What follows belongs to an exercise in optimizing a design on an open flow for small area, a short achievable clock period and few clock cycles; a production flow would make more cautious choices. The RTL was checked by simulation tests, not by an equivalence proof against the original design. Power figures rest on the tool's default switching activity, not on a simulated workload.

[flow/config.mk]
export PLATFORM = sky130hd
export DESIGN_NAME = heap_queue_top
export DESIGN_NICKNAME = heap_queue_top
export VERILOG_FILES = /design/flow/design.v
export SDC_FILE = /design/flow/constraint.sdc
export NUM_CORES = 4
export LEC_CHECK = 0
export CAP_MARGIN = 20
export CORE_MARGIN = 2
export CORE_UTILIZATION = 40
export SLEW_MARGIN = 20
[flow/constraint.sdc]
create_clock -name core_clock -period 8.0 [get_ports {CLK}]
set_input_delay 1.6000 -clock core_clock [delete_from_list [all_inputs] [get_ports {CLK}]]
set_output_delay 1.6000 -clock core_clock [all_outputs]
set_load 0.01 [all_outputs]
[flow/design.v]
package heap_pkg;
  localparam int HEAP_LEVELS = 6;                       
  localparam int HEAP_CAP    = (1 << HEAP_LEVELS) - 1;  
  localparam int KEY_W       = 16;                      
  localparam int ADDR_W = HEAP_LEVELS - 1;
  localparam int CNT_W  = $clog2(HEAP_CAP + 1);
  localparam int LVL_W  = $clog2(HEAP_LEVELS);
  localparam int ST_W = 4;
  localparam logic [ST_W-1:0] ST_IDLE     = 4'd0;  
  localparam logic [ST_W-1:0] ST_UP_WAIT  = 4'd1;  
  localparam logic [ST_W-1:0] ST_UP_CMP   = 4'd2;  
  localparam logic [ST_W-1:0] ST_POP_WAIT = 4'd3;  
  localparam logic [ST_W-1:0] ST_POP_CAP  = 4'd4;  
  localparam logic [ST_W-1:0] ST_DN_RDR   = 4'd5;  
  localparam logic [ST_W-1:0] ST_DN_CL    = 4'd6;  
  localparam logic [ST_W-1:0] ST_DN_CMP   = 4'd7;  
  localparam logic [ST_W-1:0] ST_FIN      = 4'd8;  
endpackage
import heap_pkg::*;
module level_ram
#(
  parameter int LEVEL = 0   
) (
  input  logic              CLK,
  input  logic              i_en,     
  input  logic              i_we,     
  input  logic [ADDR_W-1:0] i_addr,   
  input  logic [KEY_W-1:0]  i_wdata,
  output logic [KEY_W-1:0]  o_rdata   
);
  logic [KEY_W-1:0]  mem [2**LEVEL];
  logic [ADDR_W-1:0] row;
  assign row = i_addr & ADDR_W'((1 << LEVEL) - 1);
  always_ff @(posedge CLK) begin
    if (i_en) begin
      for (int w = 0; w < 2**LEVEL; w++) begin
        if (row == ADDR_W'(w)) begin
          if (i_we) begin
            mem[w] <= i_wdata;   
          end else begin
            o_rdata <= mem[w];   
          end
        end
      end
    end
  end
endmodule
import heap_pkg::*;
module heap_sift_ctrl
(
  input  logic              CLK,
  input  logic              RSTn,
  input  logic              i_push,
  input  logic              i_pop,
  input  logic [KEY_W-1:0]  i_key,
  output logic              o_pop_valid,
  output logic [KEY_W-1:0]  o_pop_key,
  output logic              o_full,
  output logic              o_empty,
  output logic              o_busy,
  output logic [HEAP_LEVELS-1:0]             o_ram_en,
  output logic [HEAP_LEVELS-1:0]             o_ram_we,
  output logic [HEAP_LEVELS-1:0][ADDR_W-1:0] o_ram_addr,
  output logic [HEAP_LEVELS-1:0][KEY_W-1:0]  o_ram_wdata,
  input  logic [HEAP_LEVELS-1:0][KEY_W-1:0]  i_ram_rdata
);
  logic [ST_W-1:0]   state, state_nxt;
  logic [CNT_W-1:0]  cnt, cnt_nxt;      
  logic [KEY_W-1:0]  mkey, mkey_nxt;    
  logic [KEY_W-1:0]  ckey, ckey_nxt;    
  logic [LVL_W-1:0]  lvl, lvl_nxt;      
  logic [ADDR_W-1:0] idx, idx_nxt;      
  logic              rvld, rvld_nxt;    
  logic              pvld_nxt;
  logic [KEY_W-1:0]  pkey_nxt;
  logic [HEAP_LEVELS-1:0]             en_nxt;
  logic [HEAP_LEVELS-1:0]             we_nxt;
  logic [HEAP_LEVELS-1:0][ADDR_W-1:0] addr_nxt;
  logic [HEAP_LEVELS-1:0][KEY_W-1:0]  wdata_nxt;
  logic [LVL_W-1:0]  lvl_up, lvl_up2, lvl_dn, lvl_dn2;
  logic [CNT_W-1:0]  new_n;
  logic [LVL_W-1:0]  new_lvl, new_up, last_lvl;
  logic [ADDR_W-1:0] new_idx, last_idx;
  logic [CNT_W-1:0]  node_num;          
  logic              rgt_ok, gc_ok;
  logic              big_side;          
  logic [KEY_W-1:0]  big_key;
  function automatic logic [LVL_W-1:0] pos_lvl(input logic [CNT_W-1:0] n);
    logic [LVL_W-1:0] l;
    l = '0;
    for (int b = 0; b < CNT_W; b++) begin
      if (n[b]) l = LVL_W'(b);
    end
    pos_lvl = l;
  endfunction
  assign lvl_up  = lvl - 1'b1;
  assign lvl_up2 = lvl - 2'd2;
  assign lvl_dn  = lvl + 1'b1;
  assign lvl_dn2 = lvl + 2'd2;
  assign new_n    = cnt + 1'b1;
  assign new_lvl  = pos_lvl(new_n);
  assign new_up   = new_lvl - 1'b1;
  assign new_idx  = ADDR_W'(new_n ^ (CNT_W'(1) << new_lvl));
  assign last_lvl = pos_lvl(cnt);
  assign last_idx = ADDR_W'(cnt ^ (CNT_W'(1) << last_lvl));
  assign node_num = (CNT_W'(1) << lvl) | CNT_W'(idx);
  assign rgt_ok   = ({node_num, 1'b1} <= {1'b0, cnt});
  assign gc_ok    = ({node_num, big_side, 1'b0} <= {2'b00, cnt});  
  assign big_side = rvld && (i_ram_rdata[lvl_dn] > ckey);
  assign big_key  = big_side ? i_ram_rdata[lvl_dn] : ckey;
  assign o_full  = (cnt == CNT_W'(HEAP_CAP));
  assign o_empty = (cnt == '0);
  assign o_busy  = (state != ST_IDLE);
  always_comb begin
    state_nxt = state;
    cnt_nxt   = cnt;
    mkey_nxt  = mkey;
    ckey_nxt  = ckey;
    lvl_nxt   = lvl;
    idx_nxt   = idx;
    rvld_nxt  = rvld;
    pvld_nxt  = 1'b0;        
    pkey_nxt  = o_pop_key;
    for (int n = 0; n < HEAP_LEVELS; n++) begin
      en_nxt[n]    = 1'b0;
      we_nxt[n]    = 1'b0;
      addr_nxt[n]  = o_ram_addr[n];
      wdata_nxt[n] = o_ram_wdata[n];
    end
    case (state)
      ST_IDLE: begin
        if (i_push) begin
          if (!o_full) begin
            cnt_nxt  = cnt + 1'b1;
            mkey_nxt = i_key;
            lvl_nxt  = new_lvl;
            idx_nxt  = new_idx;
            if (new_lvl == '0) begin
              en_nxt[0]    = 1'b1;
              we_nxt[0]    = 1'b1;
              addr_nxt[0]  = '0;
              wdata_nxt[0] = i_key;
              state_nxt    = ST_FIN;
            end else begin
              en_nxt[new_up]   = 1'b1;        
              addr_nxt[new_up] = new_idx >> 1;
              state_nxt        = ST_UP_WAIT;
            end
          end
        end else if (i_pop && !o_empty) begin
          cnt_nxt     = cnt - 1'b1;
          lvl_nxt     = last_lvl;              
          idx_nxt     = last_idx;
          en_nxt[0]   = 1'b1;                  
          addr_nxt[0] = '0;
          if (last_lvl != '0) begin
            en_nxt[last_lvl]   = 1'b1;         
            addr_nxt[last_lvl] = last_idx;
          end
          state_nxt = ST_POP_WAIT;
        end
      end
      ST_UP_WAIT: state_nxt = ST_UP_CMP;
      ST_UP_CMP: begin
        if (mkey > i_ram_rdata[lvl_up]) begin
          en_nxt[lvl]    = 1'b1;
          we_nxt[lvl]    = 1'b1;
          addr_nxt[lvl]  = idx;
          wdata_nxt[lvl] = i_ram_rdata[lvl_up];
          lvl_nxt        = lvl_up;
          idx_nxt        = idx >> 1;
          if (lvl_up == '0) begin
            en_nxt[0]    = 1'b1;               
            we_nxt[0]    = 1'b1;
            addr_nxt[0]  = '0;
            wdata_nxt[0] = mkey;
            state_nxt    = ST_FIN;
          end else begin
            en_nxt[lvl_up2]   = 1'b1;          
            addr_nxt[lvl_up2] = idx >> 2;
            state_nxt         = ST_UP_WAIT;
          end
        end else begin
          en_nxt[lvl]    = 1'b1;               
          we_nxt[lvl]    = 1'b1;
          addr_nxt[lvl]  = idx;
          wdata_nxt[lvl] = mkey;
          state_nxt      = ST_FIN;
        end
      end
      ST_POP_WAIT: state_nxt = ST_POP_CAP;
      ST_POP_CAP: begin
        pvld_nxt = 1'b1;
        pkey_nxt = i_ram_rdata[0];             
        mkey_nxt = i_ram_rdata[lvl];           
        lvl_nxt  = '0;
        idx_nxt  = '0;
        if (cnt == '0) begin
          state_nxt = ST_IDLE;                 
        end else if (cnt == CNT_W'(1)) begin
          en_nxt[0]    = 1'b1;                 
          we_nxt[0]    = 1'b1;
          addr_nxt[0]  = '0;
          wdata_nxt[0] = i_ram_rdata[lvl];
          state_nxt    = ST_FIN;
        end else begin
          en_nxt[1]   = 1'b1;                  
          addr_nxt[1] = '0;
          state_nxt   = ST_DN_RDR;
        end
      end
      ST_DN_RDR: begin
        rvld_nxt = rgt_ok;
        if (rgt_ok) begin
          en_nxt[lvl_dn]   = 1'b1;
          addr_nxt[lvl_dn] = {idx[ADDR_W-2:0], 1'b1};
        end
        state_nxt = ST_DN_CL;
      end
      ST_DN_CL: begin
        ckey_nxt  = i_ram_rdata[lvl_dn];
        state_nxt = ST_DN_CMP;
      end
      ST_DN_CMP: begin
        if (big_key > mkey) begin
          en_nxt[lvl]    = 1'b1;
          we_nxt[lvl]    = 1'b1;
          addr_nxt[lvl]  = idx;
          wdata_nxt[lvl] = big_key;
          lvl_nxt        = lvl_dn;
          idx_nxt        = {idx[ADDR_W-2:0], big_side};
          if (gc_ok) begin
            en_nxt[lvl_dn2]   = 1'b1;
            addr_nxt[lvl_dn2] = {idx[ADDR_W-3:0], big_side, 1'b0};
            state_nxt         = ST_DN_RDR;
          end else begin
            en_nxt[lvl_dn]    = 1'b1;          
            we_nxt[lvl_dn]    = 1'b1;
            addr_nxt[lvl_dn]  = {idx[ADDR_W-2:0], big_side};
            wdata_nxt[lvl_dn] = mkey;
            state_nxt         = ST_FIN;
          end
        end else begin
          en_nxt[lvl]    = 1'b1;
          we_nxt[lvl]    = 1'b1;
          addr_nxt[lvl]  = idx;
          wdata_nxt[lvl] = mkey;
          state_nxt      = ST_FIN;
        end
      end
      ST_FIN: state_nxt = ST_IDLE;             
      default: state_nxt = ST_IDLE;
    endcase
  end
  always_ff @(posedge CLK or negedge RSTn) begin
    if (!RSTn) begin
      state       <= ST_IDLE;
      cnt         <= '0;
      lvl         <= '0;
      idx         <= '0;
      rvld        <= 1'b0;
      o_pop_valid <= 1'b0;
      for (int n = 0; n < HEAP_LEVELS; n++) begin
        o_ram_en[n] <= 1'b0;
        o_ram_we[n] <= 1'b0;
      end
    end else begin
      state       <= state_nxt;
      cnt         <= cnt_nxt;
      lvl         <= lvl_nxt;
      idx         <= idx_nxt;
      rvld        <= rvld_nxt;
      o_pop_valid <= pvld_nxt;
      for (int n = 0; n < HEAP_LEVELS; n++) begin
        o_ram_en[n] <= en_nxt[n];
        o_ram_we[n] <= we_nxt[n];
      end
    end
  end
  always_ff @(posedge CLK) begin
    mkey      <= mkey_nxt;
    ckey      <= ckey_nxt;
    o_pop_key <= pkey_nxt;
    for (int n = 0; n < HEAP_LEVELS; n++) begin
      o_ram_addr[n]  <= addr_nxt[n];
      o_ram_wdata[n] <= wdata_nxt[n];
    end
  end
endmodule
import heap_pkg::*;
module heap_queue_top
(
  input  logic             CLK,
  input  logic             RSTn,
  input  logic             i_push,        
  input  logic             i_pop,         
  input  logic [KEY_W-1:0] i_key,         
  output logic             o_pop_valid,   
  output logic [KEY_W-1:0] o_pop_key,     
  output logic             o_full,
  output logic             o_empty,
  output logic             o_busy         
);
  logic [HEAP_LEVELS-1:0]             ram_en;
  logic [HEAP_LEVELS-1:0]             ram_we;
  logic [HEAP_LEVELS-1:0][ADDR_W-1:0] ram_addr;
  logic [HEAP_LEVELS-1:0][KEY_W-1:0]  ram_wdata;
  logic [HEAP_LEVELS-1:0][KEY_W-1:0]  ram_rdata;
  heap_sift_ctrl u_ctrl (
    .CLK         (CLK),
    .RSTn        (RSTn),
    .i_push      (i_push),
    .i_pop       (i_pop),
    .i_key       (i_key),
    .o_pop_valid (o_pop_valid),
    .o_pop_key   (o_pop_key),
    .o_full      (o_full),
    .o_empty     (o_empty),
    .o_busy      (o_busy),
    .o_ram_en    (ram_en),
    .o_ram_we    (ram_we),
    .o_ram_addr  (ram_addr),
    .o_ram_wdata (ram_wdata),
    .i_ram_rdata (ram_rdata)
  );
  generate
    for (genvar g = 0; g < HEAP_LEVELS; g++) begin : gen_level
      level_ram #(
        .LEVEL (g)
      ) u_ram (
        .CLK     (CLK),
        .i_en    (ram_en[g]),
        .i_we    (ram_we[g]),
        .i_addr  (ram_addr[g]),
        .i_wdata (ram_wdata[g]),
        .o_rdata (ram_rdata[g])     
      );
    end
  endgenerate
endmodule
[flow/run.sh]
#!/bin/bash
# synth_recipe.tcl (not shown) runs the flow's synth.tcl, then flattens the netlist and writes it again
# the make line also repeats each setting of config.mk as NAME=value (left out here)
make -C /OpenROAD-flow-scripts/flow DESIGN_CONFIG=/design/flow/config.mk WORK_HOME=/design/flow/orfs CLKGATE_MAP_FILE= SYNTH_SCRIPT=/design/flow/synth_recipe.tcl finish
==> run notes <==
- The flow ran to the end and the layout has no timing, DRC or antenna violations.
- The worst slew margin relative to its limit is 18.0%.
- The most common cell after layout, fill and taps aside is sky130_fd_sc_hd__edfxtp_1.
- The via density per instance is 6.38.
- No sink is reached through more buffers than the 3 on the longest clock path.
- The number of gates resized after CTS was 0.
- The distinct cell type count after synthesis is 88.
- After detailed routing, the total wire length is between 200 and 250 mm.
- The post-synthesis cell type with the largest combined area is sky130_fd_sc_hd__edfxtp_1.
- The vertical die dimension is about 390 microns.
- Summing all flip-flop and latch instances after layout gives 38,700 sq um.
- The endpoint identified for the worst register-to-register timing path is u_ctrl.o_ram_wdata[5].
- In this run, the number of DRC markers left after iteration 0 of detailed routing was roughly 6,300.
- The final routed wire length divided by cell count is about 30 microns.
- The tree is rooted in a sky130_fd_sc_hd__clkbuf_16.
- The required time reported for the critical path endpoint is 8.56 ns.
- Summing all placed instances gives a cell area of between 60,000 and 70,000 sq um.
- The cell count after placement is 6,675.
- The routability congestion estimate from global placement is 1.01.
- Buffers inserted to repair hold after CTS numbered 0.
- Counting flops with an async set or reset pin after synthesis yields a share of 2.47%.
- The die extent in x is between 300 and 400 microns.
- The post-synthesis area per instance is roughly 13 sq um.
- Clock latency on the worst-skew pair, taken at its later pin, is a little over 0.8 ns.
- The worst setup path is captured at a flop.
- The sum of internal, switching and leakage power is 32.4 mW.
- Yosys attributes the largest share of cell area to sky130_fd_sc_hd__edfxtp_1 (62%), sky130_fd_sc_hd__o21ai_0 (2.8%), sky130_fd_sc_hd__mux2i_1 (2.7%).
- The total global-route track usage is 26.3%.
- The net count after synthesis is 4,868.
- The first global-routing pass estimated 301 mm of wire.
- The number of antenna violations at the first check in global routing is 16.
- The number of buffers created by CTS is 143.
- The remaining antenna violation count after routing is 0.
- Summed over its instances, the top area cell type makes up 62.0% of the synthesized netlist area.
- The measured slew at the worst slew-check pin is 1.23 ns.
- The clock transition at the register clock pins on the worst setup and hold paths after CTS is 0.07 ns.
- Fill cells in the final layout number 13,500.
- Data on the critical path arrives at its endpoint at slightly below 8 ns.
- The startpoint identified for the worst register-to-register timing path is u_ctrl.lvl[0].
- In this run, synthesis inferred between 1,000 and 1,500 flip-flops with an integrated enable.
- The overflow left after global routing is 0.
- The number of violations of the max-capacitance limit is 0.
- The synthesis-to-layout area growth is 13.4%.
- The number of global-route vias before repair is 42,100.
- TritonCTS built the clock tree.
- Once the floorplan was initialized, standard cells occupied 40.2% of the core.
- Dividing total power by cell area gives a power density of 467 nW/um^2.
- Once detailed placement completed, the half-perimeter wirelength came to roughly 140 mm.
- The number of rows created at floorplan is 143.
- In the layout the commonest cells are sky130_fd_sc_hd__edfxtp_1 (1,263), sky130_fd_sc_hd__o21ai_0 (341), sky130_fd_sc_hd__nand2_1 (335).
- After clock tree synthesis, the setup repair step added 0 buffers.
- The register bit total from synthesis is 1,295.
- Summed over all failing endpoints, the final setup total negative slack is 0 ns.
- The maximum number of pins on one net before global-route repair is 86.
- The worst-path maximum fanout is 15.
- For hold timing, the worst endpoint is gen_level[0].u_ram.o_rdata[4].
- For this design the top-level I/O count stands at 40.
- The cell depth of the worst hold path is 0.
- The number of pins with negative max-slew slack in the final report was 0.
- The clock period minus final worst setup slack is 7.38 ns.
- Between clock sinks in the finished design, the worst skew comes to 0.0472 ns.
- The deepest level of the CTS H-tree is 4.
- Buffers placed on the I/O ports in this run total 39.
- In the final layout, the share of cells above drive strength 1 is 13.4%.
- The start-to-end type of the worst setup path is reg -> reg.
- The share of the clock period used by the worst path is between 90% and 100%.
- The CTS sink count is between 1,000 and 1,500.
- At the end of the flow, the number of nets in the layout was a little under 5,000.
- In the synthesized netlist the dominant register cell turns out to be sky130_fd_sc_hd__edfxtp_1.
- The worst IR drop on VDD is 0.000646 V.
- Hold is met by 0.402 ns.
- The synthesized instance count is 4,756.
- The final-report hold violation count came to 0.
- The first-pass iteration count of the detailed router is 10.
- The core region is about 150,000 sq um.
- For this design the static power due to leakage is approximately 23 nW.
- The worst hold path begins at gen_level[0].u_ram.mem[0][4].
- The setup slack on the worst flop-to-flop path is 0.62 ns.
- Across all layers, the routed design uses 44,300 vias.
- The footprint of the multi-input gates is about 21,000 sq um.
- The finished cells cover roughly 69,000 sq um.
- After synthesis the cells add up to 61,100 sq um.
- Setup violations remaining at the end of the flow were counted as 0.
- Setup repair after global routing left no endpoint under its margin.
- The area of the die is approximately 160,000 sq um.
- For this run, the top clock speed supported by timing is 0.135 GHz.
- The type of the most critical hold path is reg -> reg.
- The worst setup path is launched from a flop.
- During synthesis, Yosys emitted a total of 13 warnings.
- The remaining design rule violation count is 0.
- Of the synthesized area, sequential elements account for ~63%.
- The number of cells on the worst reg-to-reg path is 20.
- The number of standard cells in the final layout excluding fillers is 6,943.
sequential cells by signal, indices dropped and copies added (netlist names), 6 cells and up:
register,count
u_ctrl.o_ram_addr,15
u_ctrl.cnt,6
u_ctrl.ckey,16
u_ctrl.o_ram_wdata,96
u_ctrl.o_pop_key,16
u_ctrl.o_ram_en,6
u_ctrl.mkey,16
u_ctrl.o_ram_we,6
gen_level.u_ram.mem,1008
gen_level.u_ram.o_rdata,96
layer usage:
| layer | up-vias | global-route usage, % | share of wire (%) |
|---|---|---|---|
| met5 | - | 0 | 0.020 |
| met4 | 8 | 11.1 | 4.6 |
| met3 | 508 | 6.83 | 11 |
| met2 | 2699 | 38.1 | 43 |
| met1 | 22200 | 37.4 | 41 |
| li1 | 18900 | - | - |
how the worst max path moves through the flow:
stage / end / startpoint
after floorplan: u_ctrl.o_ram_wdata[73] / u_ctrl.lvl[0]
after global placement: u_ctrl.o_ram_wdata[81] / u_ctrl.lvl[0]
after global routing: u_ctrl.o_ram_wdata[2] / u_ctrl.lvl[0]
after detailed placement: u_ctrl.o_ram_wdata[1] / u_ctrl.lvl[0]
final: u_ctrl.o_ram_wdata[5] / u_ctrl.lvl[0]
after CTS: u_ctrl.o_ram_wdata[1] / u_ctrl.lvl[0]
through the flow:
step                      util (%)  setup WS, ns
after floorplan                  -          1.06
after global placement        42.4         0.661
after detailed placement      42.5         0.825
after CTS                     45.6         0.740
after global routing          45.6         0.390
final                         45.6         0.619
cell type report:
class,instances,area share (%)
repair buffers,242,2.81
multi-input cells,3016,30.2
well taps,2030,3.66
inverters,94,0.509
clock inverters,91,1.55
diodes,9,0.0325
clock buffers,166,5.35
flip-flops and latches,1295,55.9
power breakdown:
| part | switching (mW) | internal (mW) | total (mW) |
|---|---|---|---|
| logic | 9.53 | 5.12 | 14.6 |
| clock network | 2.90 | 3.81 | 6.71 |
| registers | 1.55 | 9.50 | 11.0 |
| total | 14.0 | 18.4 | 32.4 |
critical path, cell delays in order, from the launching register on:
cell and delay [ns]:
sky130_fd_sc_hd__dfrtp_4 0.49, sky130_fd_sc_hd__ha_1 0.24, sky130_fd_sc_hd__ha_2 0.54, sky130_fd_sc_hd__mux4_2 0.54, sky130_fd_sc_hd__a22o_1 0.28, sky130_fd_sc_hd__ha_1 0.31, sky130_fd_sc_hd__nand2_1 0.07, sky130_fd_sc_hd__or3_1 0.40
sky130_fd_sc_hd__o41a_1 0.42, sky130_fd_sc_hd__o21ai_1 0.08, sky130_fd_sc_hd__buf_4 0.13, sky130_fd_sc_hd__inv_2 0.11, sky130_fd_sc_hd__mux2_1 0.71, sky130_fd_sc_hd__ha_1 0.50, sky130_fd_sc_hd__nand4_1 0.15, sky130_fd_sc_hd__or3_1 0.40
sky130_fd_sc_hd__o211ai_1 0.18, sky130_fd_sc_hd__buf_4 0.27, sky130_fd_sc_hd__nand3_1 0.46, sky130_fd_sc_hd__buf_4 0.39, sky130_fd_sc_hd__o311ai_0 0.39
cell families (layout without fill, tap and decap cells):
logic type | Yosys count | after routing | share of synthesized area (%)
XOR/XNOR | 14 | 14 | 0.201
multiplexers | 313 | 313 | 6.65
flip-flops | 1295 | 1295 | 63.3
buffers and inverters | 445 | 593 | 2.85
AND/OR/NAND/NOR | 1069 | 1069 | 8.44
adder cells (fa/ha/maj) | 92 | 92 | 1.88
AO/OA/AOI/OAI | 1528 | 1528 | 16.6
other | 0 | 9 | 0
Yosys cell counts, drive strengths merged, types with 17 or more instances:
master / count
a2111oi: 20
a211o: 21
a211oi: 136
a21boi: 33
a21oi: 279
a221o: 20
a221oi: 41
a22o: 30
a22oi: 74
a2bb2oi: 66
a31oi: 43
and3: 30
buf: 70
clkbuf: 281
dfrtp: 32
edfxtp: 1263
ha: 92
inv: 91
mux2: 84
mux2i: 163
mux4: 66
nand2: 336
nand2b: 21
nand3: 73
nand3b: 22
nand4: 50
nor2: 296
nor2b: 70
nor3: 66
o211ai: 73
o21ai: 345
o21bai: 57
o221ai: 19
o22ai: 153
o311ai: 18
or2: 17
or3: 17
Testbench counts, summed over its fixed seeds: cycles 118,064.

[what the ideal ports hide]
The flow's constraints put no driver on any port. The routed layout listed below was extracted and timed again, unchanged, in two steps. Step 1 (the two cells are an assumption about what drives the block):
set clk [get_ports {CLK}]
set_driving_cell -lib_cell sky130_fd_sc_hd__clkbuf_16 $clk
set_driving_cell -lib_cell sky130_fd_sc_hd__buf_2 [delete_from_list [all_inputs] $clk]
Step 2 moves the port delays by t, midway between the first and last clock arrival at a register: inputs arrive t later, outputs are due t later. That takes back most of the time a late clock gives input paths. Slacks: ideal ports / drivers / drivers and shift; pairs: ideal ports / drivers.
t, ns: 0.887
setup WS [ns]: 0.619 / 0.619 / 0.619
worst register clock-pin slew, ns: 0.07 / 0.07
After both steps setup and hold are still met in this run. The setup slack of this run moves by 0.000 ns with the drivers and by 0.000 ns with both steps.
